Context: an optimization exercise on an open-source flow, tuned for small area, a short achievable clock period and few clock cycles per item. The choices shown serve that exercise and are no tape-out recipe.
At most, simulation tests tie the RTL to the original design; equivalence was not proved.
No activity file was given, so power comes from the tool's default toggle rates.

==> inputs of trial 75 <==
// icache_refill
module icache_refill #(
    parameter int unsigned NUM_SETS        = 16,
    parameter int unsigned WORDS_PER_BLOCK = 8,
    parameter logic [31:0] NOP_INSTR       = 32'h00000013
) (
    input  logic        CLK,
    input  logic        RST,
    input  logic [31:0] PC,
    input  logic        flush,
    output logic [31:0] rd,
    output logic        hit,
    output logic        stall,
    output logic        mem_req,
    output logic [31:0] mem_addr,
    input  logic        mem_ack,
    input  logic [31:0] mem_rdata
);
==> module icache_refill, before the edit <==
module icache_refill #(
    parameter int unsigned NUM_SETS        = 16,
    parameter int unsigned WORDS_PER_BLOCK = 8,
    parameter logic [31:0] NOP_INSTR       = 32'h00000013
) (
    input  logic        CLK,
    input  logic        RST,
    input  logic [31:0] PC,
    input  logic        flush,
    output logic [31:0] rd,
    output logic        hit,
    output logic        stall,
    output logic        mem_req,
    output logic [31:0] mem_addr,
    input  logic        mem_ack,
    input  logic [31:0] mem_rdata
);
    localparam int unsigned IDX_W = $clog2(NUM_SETS);
    localparam int unsigned OFF_W = $clog2(WORDS_PER_BLOCK);
    localparam int unsigned TAG_W = 32 - IDX_W - OFF_W - 2;
    logic [TAG_W-1:0]           tag_mem  [NUM_SETS];
    logic [WORDS_PER_BLOCK-1:0] wvalid   [NUM_SETS];
    logic [31:0]                data_mem [NUM_SETS][WORDS_PER_BLOCK];
    logic [OFF_W-1:0]   pc_off;
    logic [IDX_W-1:0]   pc_idx;
    logic [TAG_W-1:0]   pc_tag;
    logic               tag_hit;
    logic               cached;
    logic               fill;
    assign pc_off = PC[OFF_W+1:2];
    assign pc_idx = PC[IDX_W+OFF_W+1:OFF_W+2];
    assign pc_tag = PC[31:IDX_W+OFF_W+2];
    assign tag_hit = (tag_mem[pc_idx] == pc_tag);
    assign cached  = tag_hit && wvalid[pc_idx][pc_off];
    assign mem_req  = !cached;
    assign mem_addr = {PC[31:2], 2'b00};
    assign hit   = cached || mem_ack;
    assign rd    = mem_ack ? mem_rdata : data_mem[pc_idx][pc_off];
    assign stall = !hit;
    assign fill = mem_ack && mem_req && !RST && !flush;
    always_ff @(posedge CLK) begin
        if (RST || flush) begin
            for (int i = 0; i < NUM_SETS; i++) wvalid[i] <= '0;
        end else if (fill) begin
            if (tag_hit) begin
                wvalid[pc_idx][pc_off] <= 1'b1;
            end else begin
                wvalid[pc_idx]         <= '0;
                wvalid[pc_idx][pc_off] <= 1'b1;
            end
        end
    end
    always_ff @(posedge CLK) begin
        if (fill) begin
            data_mem[pc_idx][pc_off] <= mem_rdata;
            if (!tag_hit) begin
                tag_mem[pc_idx] <= pc_tag;
            end
        end
    end
endmodule
Settings: LEC_CHECK=0, CAP_MARGIN=20, CORE_MARGIN=2, CORE_UTILIZATION=45, PLACE_DENSITY=0.6, SETUP_SLACK_MARGIN=2.0, SLEW_MARGIN=20, SYNTH_MEMORY_MAX_BITS=16384; clock period 7.0 ns.
run.sh (not shown) runs the stock make flow with config.mk's settings and CLKGATE_MAP_FILE= SYNTH_SCRIPT=/design/flow/synth_recipe.tcl, a recipe that flattens the netlist after the stock synthesis.
==> trial 50: changes against trial 75 <==
==> flow/design.v (replaced) <==
module icache_refill #(
    parameter int unsigned NUM_SETS        = 16,
    parameter int unsigned WORDS_PER_BLOCK = 8,
    parameter logic [31:0] NOP_INSTR       = 32'h00000013
) (
    input  logic        CLK,
    input  logic        RST,
    input  logic [31:0] PC,
    input  logic        flush,
    output logic [31:0] rd,
    output logic        hit,
    output logic        stall,
    output logic        mem_req,
    output logic [31:0] mem_addr,
    input  logic        mem_ack,
    input  logic [31:0] mem_rdata
);
    localparam int unsigned IDX_W  = $clog2(NUM_SETS);
    localparam int unsigned OFF_W  = $clog2(WORDS_PER_BLOCK);
    localparam int unsigned TAG_W  = 32 - IDX_W - OFF_W - 2;
    localparam int unsigned ADDR_W = IDX_W + OFF_W;           
    localparam int unsigned RING   = 4;                       
    localparam int unsigned POS_W  = $clog2(RING);
    localparam int unsigned GRP_W  = ADDR_W - POS_W;
    localparam int unsigned NGRP   = NUM_SETS * WORDS_PER_BLOCK / RING;
    localparam int unsigned NWB    = RING - 1;                
    logic [TAG_W-1:0]           tag_mem [NUM_SETS];
    logic [WORDS_PER_BLOCK-1:0] wvalid  [NUM_SETS];
    logic [31:0]                ring [NGRP][RING];
    logic [POS_W-1:0]           phase;
    logic                       wb_v    [1:NWB];
    logic [ADDR_W-1:0]          wb_slot [1:NWB];
    logic [31:0]                wb_data [1:NWB];
    logic [OFF_W-1:0]   pc_off;
    logic [IDX_W-1:0]   pc_idx;
    logic [TAG_W-1:0]   pc_tag;
    logic [ADDR_W-1:0]  pc_slot;
    logic [POS_W-1:0]   pc_pos;
    logic [POS_W-1:0]   pc_wait;
    logic               tag_hit;
    logic               cached;
    logic               blocked;
    logic               fill;
    logic               wr_en;
    logic [GRP_W-1:0]   wr_grp;
    logic [31:0]        wr_data;
    logic [31:0]        rd_pos [RING];
    logic [31:0]        rdata;
    logic [31:0]        wdata;
    logic               wb_any;
    assign pc_off  = PC[OFF_W+1:2];
    assign pc_idx  = PC[IDX_W+OFF_W+1:OFF_W+2];
    assign pc_tag  = PC[31:IDX_W+OFF_W+2];
    assign pc_slot = PC[ADDR_W+1:2];
    assign pc_pos  = pc_slot[POS_W-1:0] - phase;    
    assign pc_wait = pc_pos;                        
    assign tag_hit = (tag_mem[pc_idx] == pc_tag);
    assign cached  = tag_hit && wvalid[pc_idx][pc_off];
    always_comb begin
        blocked = 1'b0;
        for (int k = 1; k <= NWB; k++) begin
            if (pc_wait == POS_W'(k - 1)) blocked = wb_v[k];
        end
    end
    assign mem_req  = !cached && !blocked;
    assign mem_addr = {PC[31:2], 2'b00};
    always_comb begin
        for (int k = 0; k < RING; k++) begin
            rd_pos[k] = '0;
            for (int g = 0; g < NGRP; g++) begin
                rd_pos[k] = rd_pos[k] | (ring[g][k] & {32{pc_slot[ADDR_W-1:POS_W] == GRP_W'(g)}});
            end
        end
        rdata = rd_pos[pc_pos];
    end
    always_comb begin
        wdata  = '0;
        wb_any = 1'b0;
        for (int k = 1; k <= NWB; k++) begin
            if (wb_v[k] && (wb_slot[k] == pc_slot)) begin
                wdata  = wdata | wb_data[k];
                wb_any = 1'b1;
            end
        end
    end
    assign hit   = cached || mem_ack;
    assign rd    = mem_ack ? mem_rdata : (wb_any ? wdata : rdata);
    assign stall = !hit;
    assign fill    = mem_ack && !RST && !flush;
    assign wr_en   = wb_v[1] || (fill && (pc_wait == '0));
    assign wr_grp  = wb_v[1] ? wb_slot[1][ADDR_W-1:POS_W] : pc_slot[ADDR_W-1:POS_W];
    assign wr_data = wb_v[1] ? wb_data[1] : mem_rdata;
    always_ff @(posedge CLK) begin
        if (RST || flush) begin
            for (int i = 0; i < NUM_SETS; i++) wvalid[i] <= '0;
        end else if (fill) begin
            if (tag_hit) begin
                wvalid[pc_idx][pc_off] <= 1'b1;
            end else begin
                wvalid[pc_idx]         <= '0;
                wvalid[pc_idx][pc_off] <= 1'b1;
            end
        end
    end
    always_ff @(posedge CLK) begin
        if (fill && !tag_hit) begin
            tag_mem[pc_idx] <= pc_tag;
        end
    end
    always_ff @(posedge CLK) begin
        if (RST) begin
            phase <= '0;
        end else begin
            phase <= phase + POS_W'(1);
        end
    end
    always_ff @(posedge CLK) begin
        for (int k = 1; k <= NWB; k++) begin
            if (fill && (pc_wait == POS_W'(k))) begin
                wb_slot[k] <= pc_slot;
                wb_data[k] <= mem_rdata;
            end else if (k < NWB) begin
                wb_slot[k] <= wb_slot[k+1];
                wb_data[k] <= wb_data[k+1];
            end
        end
        if (RST) begin
            for (int k = 1; k <= NWB; k++) wb_v[k] <= 1'b0;
        end else begin
            for (int k = 1; k <= NWB; k++) begin
                wb_v[k] <= (fill && (pc_wait == POS_W'(k))) || ((k < NWB) ? wb_v[k+1] : 1'b0);
            end
        end
    end
    always_ff @(posedge CLK) begin
        for (int g = 0; g < NGRP; g++) begin
            for (int k = 0; k < RING - 1; k++) begin
                ring[g][k] <= ring[g][k+1];
            end
            ring[g][RING-1] <= (wr_en && (wr_grp == GRP_W'(g))) ? wr_data : ring[g][0];
        end
    end
endmodule
Settings changed: CORE_UTILIZATION 45 to 60, CTS_BUF_LIST set to sky130_fd_sc_hd__clkbuf_16, CTS_CLUSTER_DIAMETER set to 90, CTS_CLUSTER_SIZE set to 25, PLACE_DENSITY 0.6 to 0.7, SLEW_MARGIN 20 to 60.
==> comparison table <==
                                                                                        trial 50                   trial 75
Summed area of non-filler cells in the final layout                                 166,000 um^2               211,000 um^2
Sequential cell fraction of total power                                                    63.6%                      51.8%
Power Density                                                                        275 nW/um^2                277 nW/um^2
Shortest period the worst path allows                                                    5600 ps                    6000 ps
Power share of the clock group                                                             30.3%                      41.8%
Main synth FF type                                                                       dfxtp_1                   edfxtp_1
Max Fanout on Critical Path                                                                   18                          8
Std cell rows                                                                                179                        230
Share of synthesized cell area in full adder, half adder and majority cells             0.00873%                         0%
Instance count of the mapped netlist                                                       12.1k                      7,625
Number of buffers created by CTS                                                             207                        460
Worst R2R Path Depth                                                                          13                         11
Share of the synthesized area in compound gates (AO/OA/AOI/OAI)                            15.5%                      1.05%
Period utilisation layout                                                                  80.0%                      85.7%
Sum of routed wire length over all layers                                                 579 mm                     506 mm
Most used cell along the critical path                                                    buf_12                     buf_16
Type of the most critical hold path                                                      reg2reg                     in2reg
End of the worst hold path                                                   ring[5][13]$_DFF_P_  data_mem[86][7]$_DFFE_PP_
Status                                                                  timing/DRC/antenna clean   timing/DRC/antenna clean
Max rail drop VDD                                                                       0.282 mV                   0.252 mV
Clk buf depth                                                                                  3                          4
Area enclosed by the die boundary                                                   243,000 um^2               400,000 um^2
Post-Route Skew                                                                          36.5 ps                     117 ps
Multiplexer share of the synthesized area                                                  3.10%                      18.3%
Testbench counts of trial 50, summed over its fixed seeds: cycles 72,820, fetches 64,000.
For trial 75, only the layout was checked, not whether the RTL still works.

==> run a <==
Another version of the RTL of icache_refill (not shown whole).
make LEC_CHECK=0 CAP_MARGIN=20 CORE_MARGIN=2 CORE_UTILIZATION=60 CTS_BUF_LIST=sky130_fd_sc_hd__clkbuf_16 CTS_CLUSTER_DIAMETER=90 CTS_CLUSTER_SIZE=25 PLACE_DENSITY=0.7 SETUP_SLACK_MARGIN=2.0 SLEW_MARGIN=60 SYNTH_HIERARCHICAL=1 SYNTH_MEMORY_MAX_BITS=16384 SYNTH_MINIMUM_KEEP_SIZE=0 finish   # period 7.0 ns
==> run b (differences from run a) <==
==> flow/design.v (replaced) <==
module icache_refill #(
    parameter int unsigned NUM_SETS        = 16,
    parameter int unsigned WORDS_PER_BLOCK = 8,
    parameter logic [31:0] NOP_INSTR       = 32'h00000013
) (
    input  logic        CLK,
    input  logic        RST,
    input  logic [31:0] PC,
    input  logic        flush,
    output logic [31:0] rd,
    output logic        hit,
    output logic        stall,
    output logic        mem_req,
    output logic [31:0] mem_addr,
    input  logic        mem_ack,
    input  logic [31:0] mem_rdata
);
    localparam int unsigned IDX_W  = $clog2(NUM_SETS);
    localparam int unsigned OFF_W  = $clog2(WORDS_PER_BLOCK);
    localparam int unsigned TAG_W  = 32 - IDX_W - OFF_W - 2;
    localparam int unsigned ADDR_W = IDX_W + OFF_W;           
    localparam int unsigned RING   = 4;                       
    localparam int unsigned POS_W  = $clog2(RING);
    localparam int unsigned GRP_W  = ADDR_W - POS_W;
    localparam int unsigned NGRP   = NUM_SETS * WORDS_PER_BLOCK / RING;
    localparam int unsigned NWB    = RING - 1;                
    logic [TAG_W-1:0]           tag_mem [NUM_SETS];
    logic [WORDS_PER_BLOCK-1:0] wvalid  [NUM_SETS];
    logic [31:0]                ring [NGRP][RING];
    logic [POS_W-1:0]           phase;
    logic                       wb_v    [1:NWB];
    logic [ADDR_W-1:0]          wb_slot [1:NWB];
    logic [31:0]                wb_data [1:NWB];
    logic [OFF_W-1:0]   pc_off;
    logic [IDX_W-1:0]   pc_idx;
    logic [TAG_W-1:0]   pc_tag;
    logic [ADDR_W-1:0]  pc_slot;
    logic [POS_W-1:0]   pc_pos;
    logic [POS_W-1:0]   pc_wait;
    logic               tag_hit;
    logic               cached;
    logic               blocked;
    logic               fill;
    logic               wr_en;
    logic [GRP_W-1:0]   wr_grp;
    logic [31:0]        wr_data;
    logic [31:0]        rd_pos [RING];
    logic [31:0]        rdata;
    logic [31:0]        wdata;
    logic               wb_any;
    assign pc_off  = PC[OFF_W+1:2];
    assign pc_idx  = PC[IDX_W+OFF_W+1:OFF_W+2];
    assign pc_tag  = PC[31:IDX_W+OFF_W+2];
    assign pc_slot = PC[ADDR_W+1:2];
    assign pc_pos  = pc_slot[POS_W-1:0] - phase;    
    assign pc_wait = pc_pos;                        
    assign tag_hit = (tag_mem[pc_idx] == pc_tag);
    assign cached  = tag_hit && wvalid[pc_idx][pc_off];
    always_comb begin
        blocked = 1'b0;
        for (int k = 1; k <= NWB; k++) begin
            if (pc_wait == POS_W'(k - 1)) blocked = wb_v[k];
        end
    end
    assign mem_req  = !cached && !blocked;
    assign mem_addr = {PC[31:2], 2'b00};
    always_comb begin
        for (int k = 0; k < RING; k++) begin
            rd_pos[k] = '0;
            for (int g = 0; g < NGRP; g++) begin
                rd_pos[k] = rd_pos[k] | (ring[g][k] & {32{pc_slot[ADDR_W-1:POS_W] == GRP_W'(g)}});
            end
        end
        rdata = rd_pos[pc_pos];
    end
    always_comb begin
        wdata  = '0;
        wb_any = 1'b0;
        for (int k = 1; k <= NWB; k++) begin
            if (wb_v[k] && (wb_slot[k] == pc_slot)) begin
                wdata  = wdata | wb_data[k];
                wb_any = 1'b1;
            end
        end
    end
    assign hit   = cached || mem_ack;
    assign rd    = mem_ack ? mem_rdata : (wb_any ? wdata : rdata);
    assign stall = !hit;
    assign fill    = mem_ack && !RST && !flush;
    assign wr_en   = wb_v[1] || (fill && (pc_wait == '0));
    assign wr_grp  = wb_v[1] ? wb_slot[1][ADDR_W-1:POS_W] : pc_slot[ADDR_W-1:POS_W];
    assign wr_data = wb_v[1] ? wb_data[1] : mem_rdata;
    always_ff @(posedge CLK) begin
        if (RST || flush) begin
            for (int i = 0; i < NUM_SETS; i++) wvalid[i] <= '0;
        end else if (fill) begin
            if (tag_hit) begin
                wvalid[pc_idx][pc_off] <= 1'b1;
            end else begin
                wvalid[pc_idx]         <= '0;
                wvalid[pc_idx][pc_off] <= 1'b1;
            end
        end
    end
    always_ff @(posedge CLK) begin
        if (fill && !tag_hit) begin
            tag_mem[pc_idx] <= pc_tag;
        end
    end
    always_ff @(posedge CLK) begin
        if (RST) begin
            phase <= '0;
        end else begin
            phase <= phase + POS_W'(1);
        end
    end
    always_ff @(posedge CLK) begin
        for (int k = 1; k <= NWB; k++) begin
            if (fill && (pc_wait == POS_W'(k))) begin
                wb_slot[k] <= pc_slot;
                wb_data[k] <= mem_rdata;
            end else if (k < NWB) begin
                wb_slot[k] <= wb_slot[k+1];
                wb_data[k] <= wb_data[k+1];
            end
        end
        if (RST) begin
            for (int k = 1; k <= NWB; k++) wb_v[k] <= 1'b0;
        end else begin
            for (int k = 1; k <= NWB; k++) begin
                wb_v[k] <= (fill && (pc_wait == POS_W'(k))) || ((k < NWB) ? wb_v[k+1] : 1'b0);
            end
        end
    end
    always_ff @(posedge CLK) begin
        for (int g = 0; g < NGRP; g++) begin
            for (int k = 0; k < RING - 1; k++) begin
                ring[g][k] <= ring[g][k+1];
            end
            ring[g][RING-1] <= (wr_en && (wr_grp == GRP_W'(g))) ? wr_data : ring[g][0];
        end
    end
endmodule
Settings changed: CORE_UTILIZATION 60 to 55, PLACE_DENSITY 0.7 to 0.65, SLEW_MARGIN 60 to 20, SYNTH_HIERARCHICAL 1 to default, SYNTH_MINIMUM_KEEP_SIZE 0 to default.
==> run c (differences from run a) <==
==> flow/design.v (replaced) <==
module icache_refill #(
    parameter int unsigned NUM_SETS        = 16,
    parameter int unsigned WORDS_PER_BLOCK = 8,
    parameter logic [31:0] NOP_INSTR       = 32'h00000013
) (
    input  logic        CLK,
    input  logic        RST,
    input  logic [31:0] PC,
    input  logic        flush,
    output logic [31:0] rd,
    output logic        hit,
    output logic        stall,
    output logic        mem_req,
    output logic [31:0] mem_addr,
    input  logic        mem_ack,
    input  logic [31:0] mem_rdata
);
    localparam int unsigned IDX_W  = $clog2(NUM_SETS);
    localparam int unsigned OFF_W  = $clog2(WORDS_PER_BLOCK);
    localparam int unsigned TAG_W  = 32 - IDX_W - OFF_W - 2;
    localparam int unsigned ADDR_W = IDX_W + OFF_W;           
    localparam int unsigned RING   = 4;                       
    localparam int unsigned POS_W  = $clog2(RING);
    localparam int unsigned GRP_W  = ADDR_W - POS_W;
    localparam int unsigned NGRP   = NUM_SETS * WORDS_PER_BLOCK / RING;
    localparam int unsigned NWB    = RING - 1;                
    logic [TAG_W-1:0]           tag_mem [NUM_SETS];
    logic [WORDS_PER_BLOCK-1:0] wvalid  [NUM_SETS];
    logic [31:0]                ring [NGRP][RING];
    logic [POS_W-1:0]           phase;
    logic                       wb_v    [1:NWB];
    logic [ADDR_W-1:0]          wb_slot [1:NWB];
    logic [31:0]                wb_data [1:NWB];
    logic [OFF_W-1:0]   pc_off;
    logic [IDX_W-1:0]   pc_idx;
    logic [TAG_W-1:0]   pc_tag;
    logic [ADDR_W-1:0]  pc_slot;
    logic [POS_W-1:0]   pc_pos;
    logic [POS_W-1:0]   pc_wait;
    logic               tag_hit;
    logic               cached;
    logic               blocked;
    logic               fill;
    logic               wr_en;
    logic [GRP_W-1:0]   wr_grp;
    logic [31:0]        wr_data;
    logic [31:0]        rd_pos [RING];
    logic [31:0]        rdata;
    logic [31:0]        wdata;
    logic               wb_any;
    assign pc_off  = PC[OFF_W+1:2];
    assign pc_idx  = PC[IDX_W+OFF_W+1:OFF_W+2];
    assign pc_tag  = PC[31:IDX_W+OFF_W+2];
    assign pc_slot = PC[ADDR_W+1:2];
    assign pc_pos  = pc_slot[POS_W-1:0] - phase;    
    assign pc_wait = pc_pos;                        
    assign tag_hit = (tag_mem[pc_idx] == pc_tag);
    assign cached  = tag_hit && wvalid[pc_idx][pc_off];
    always_comb begin
        blocked = 1'b0;
        for (int k = 1; k <= NWB; k++) begin
            if (pc_wait == POS_W'(k - 1)) blocked = wb_v[k];
        end
    end
    assign mem_req  = !cached && !blocked;
    assign mem_addr = {PC[31:2], 2'b00};
    always_comb begin
        for (int k = 0; k < RING; k++) begin
            rd_pos[k] = '0;
            for (int g = 0; g < NGRP; g++) begin
                rd_pos[k] = rd_pos[k] | (ring[g][k] & {32{pc_slot[ADDR_W-1:POS_W] == GRP_W'(g)}});
            end
        end
        rdata = rd_pos[pc_pos];
    end
    always_comb begin
        wdata  = '0;
        wb_any = 1'b0;
        for (int k = 1; k <= NWB; k++) begin
            if (wb_v[k] && (wb_slot[k] == pc_slot)) begin
                wdata  = wdata | wb_data[k];
                wb_any = 1'b1;
            end
        end
    end
    assign hit   = cached || mem_ack;
    assign rd    = mem_ack ? mem_rdata : (wb_any ? wdata : rdata);
    assign stall = !hit;
    assign fill    = mem_ack && !RST && !flush;
    assign wr_en   = wb_v[1] || (fill && (pc_wait == '0));
    assign wr_grp  = wb_v[1] ? wb_slot[1][ADDR_W-1:POS_W] : pc_slot[ADDR_W-1:POS_W];
    assign wr_data = wb_v[1] ? wb_data[1] : mem_rdata;
    always_ff @(posedge CLK) begin
        if (RST || flush) begin
            for (int i = 0; i < NUM_SETS; i++) wvalid[i] <= '0;
        end else if (fill) begin
            if (tag_hit) begin
                wvalid[pc_idx][pc_off] <= 1'b1;
            end else begin
                wvalid[pc_idx]         <= '0;
                wvalid[pc_idx][pc_off] <= 1'b1;
            end
        end
    end
    always_ff @(posedge CLK) begin
        if (fill && !tag_hit) begin
            tag_mem[pc_idx] <= pc_tag;
        end
    end
    always_ff @(posedge CLK) begin
        if (RST) begin
            phase <= '0;
        end else begin
            phase <= phase + POS_W'(1);
        end
    end
    always_ff @(posedge CLK) begin
        for (int k = 1; k <= NWB; k++) begin
            if (fill && (pc_wait == POS_W'(k))) begin
                wb_slot[k] <= pc_slot;
                wb_data[k] <= mem_rdata;
            end else if (k < NWB) begin
                wb_slot[k] <= wb_slot[k+1];
                wb_data[k] <= wb_data[k+1];
            end
        end
        if (RST) begin
            for (int k = 1; k <= NWB; k++) wb_v[k] <= 1'b0;
        end else begin
            for (int k = 1; k <= NWB; k++) begin
                wb_v[k] <= (fill && (pc_wait == POS_W'(k))) || ((k < NWB) ? wb_v[k+1] : 1'b0);
            end
        end
    end
    always_ff @(posedge CLK) begin
        for (int g = 0; g < NGRP; g++) begin
            for (int k = 0; k < RING - 1; k++) begin
                ring[g][k] <= ring[g][k+1];
            end
            ring[g][RING-1] <= (wr_en && (wr_grp == GRP_W'(g))) ? wr_data : ring[g][0];
        end
    end
endmodule
Settings changed: CAP_MARGIN 20 to 40, SLEW_MARGIN 60 to 80, SYNTH_HIERARCHICAL 1 to default, SYNTH_MINIMUM_KEEP_SIZE 0 to default.
==> summary.txt <==
- In clock power, run b and run a hardly differ.
- Non-clock buffer count: run b < run a < run c.
- The highest via count belongs to run a, the lowest to run b.
- Sequential cell count is the same in run a and run c.
- Global-route usage: run b is lower than run a (6.3 points).
- Between run b and run a, the lower synthesized cell count is in run b (gap 3.8%, measured against run a).
- Of run b and run c, run c has the higher first-iteration DRC count (gap about 16%, measured against run c).
==> figures <==
| metric | run b | run a | run c |
|---|---|---|---|
| Outcome | finished clean | finished clean | finished clean |
| Internal power consumption | 34.9 mW | 34.9 mW | 34.9 mW |
| Met2 usage in global routing | 0.629 | 0.686 | 0.663 |
| Worst path depth | 14 | 14 | 15 |
| Power drawn by the combinational cells | 2.81 mW | 3.26 mW | 3.05 mW |
| Proportion of power drawn by the clock network | 0.305 | 0.301 | 0.301 |
| Net switching power figure | 10.9 mW | 11.2 mW | 10.9 mW |
| Startpoint of the worst hold path | ring[2][19]$_DFF_P_ | ring[11][10]$_DFF_P_ | ring[101][30]$_DFF_P_ |
| GR Layer Usage met3 | 0.122 | 0.163 | 0.141 |
| RePlAce Congestion | 0.947 | 0.984 | 0.985 |
| Part of the Yosys area used for sequential elements | 0.696 | 0.682 | 0.696 |
| Multi-input gate share of the layout cell area | 0.255 | 0.275 | 0.253 |
| Relative area of clock buffers and inverters in the final design | 0.0345 | 0.0326 | 0.0317 |
| Postcts setup bufs | 326 | 234 | 247 |
| Worst-case headroom to the max-slew limit | 0.193 | 0.544 | - |
| Post-synthesis share of cell area spent on and, or, nand and nor gates | 0.0843 | 0.107 | 0.0843 |
Testbench counts of run b, summed over its fixed seeds: cycles 72,820, fetches 64,000.
Testbench counts of run c, summed over its fixed seeds: cycles 72,820, fetches 64,000.
Function not checked in run a: the RTL went through the layout flow alone.

==> afterwards: timing with drivers on the ports <==
The results above use ideal ports. As a check the final layouts listed here were re-extracted and re-timed, cells and wires unchanged. Step 1 assumes that a clkbuf_16 drives the clock port and a buf_2 every other input. Step 2 also shifts input and output timing later by t, the mid clock arrival at the registers, as if the neighbouring blocks saw the same clock. Three values: ideal, step 1, step 2; two values: the first two.
run	t, ns	slack for setup (ns)	hold WS [ns]	worst setup path after step 2	worst data-port slew with drivers (ns)
trial 75	1.087	0.998 / 0.797 / 0.790	0.703 / 0.647 / 1.562	input to register	0.31
trial 50	1.014	1.400 / 1.065 / 1.065	0.328 / 0.328 / 0.328	input to output	0.44
run a	1.010	1.183 / 0.817 / 0.817	0.326 / 0.326 / 0.326	input to output	0.46
run b	1.010	1.200 / 0.868 / 0.868	0.336 / 0.336 / 0.336	input to output	0.41
run c	1.014	1.120 / 0.931 / 0.931	0.334 / 0.334 / 0.334	input to output	0.28
After both steps setup and hold are still met in every run listed. For run a, which loses most, drivers alone change the setup slack by -0.366 ns; drivers and shift together by -0.366 ns.
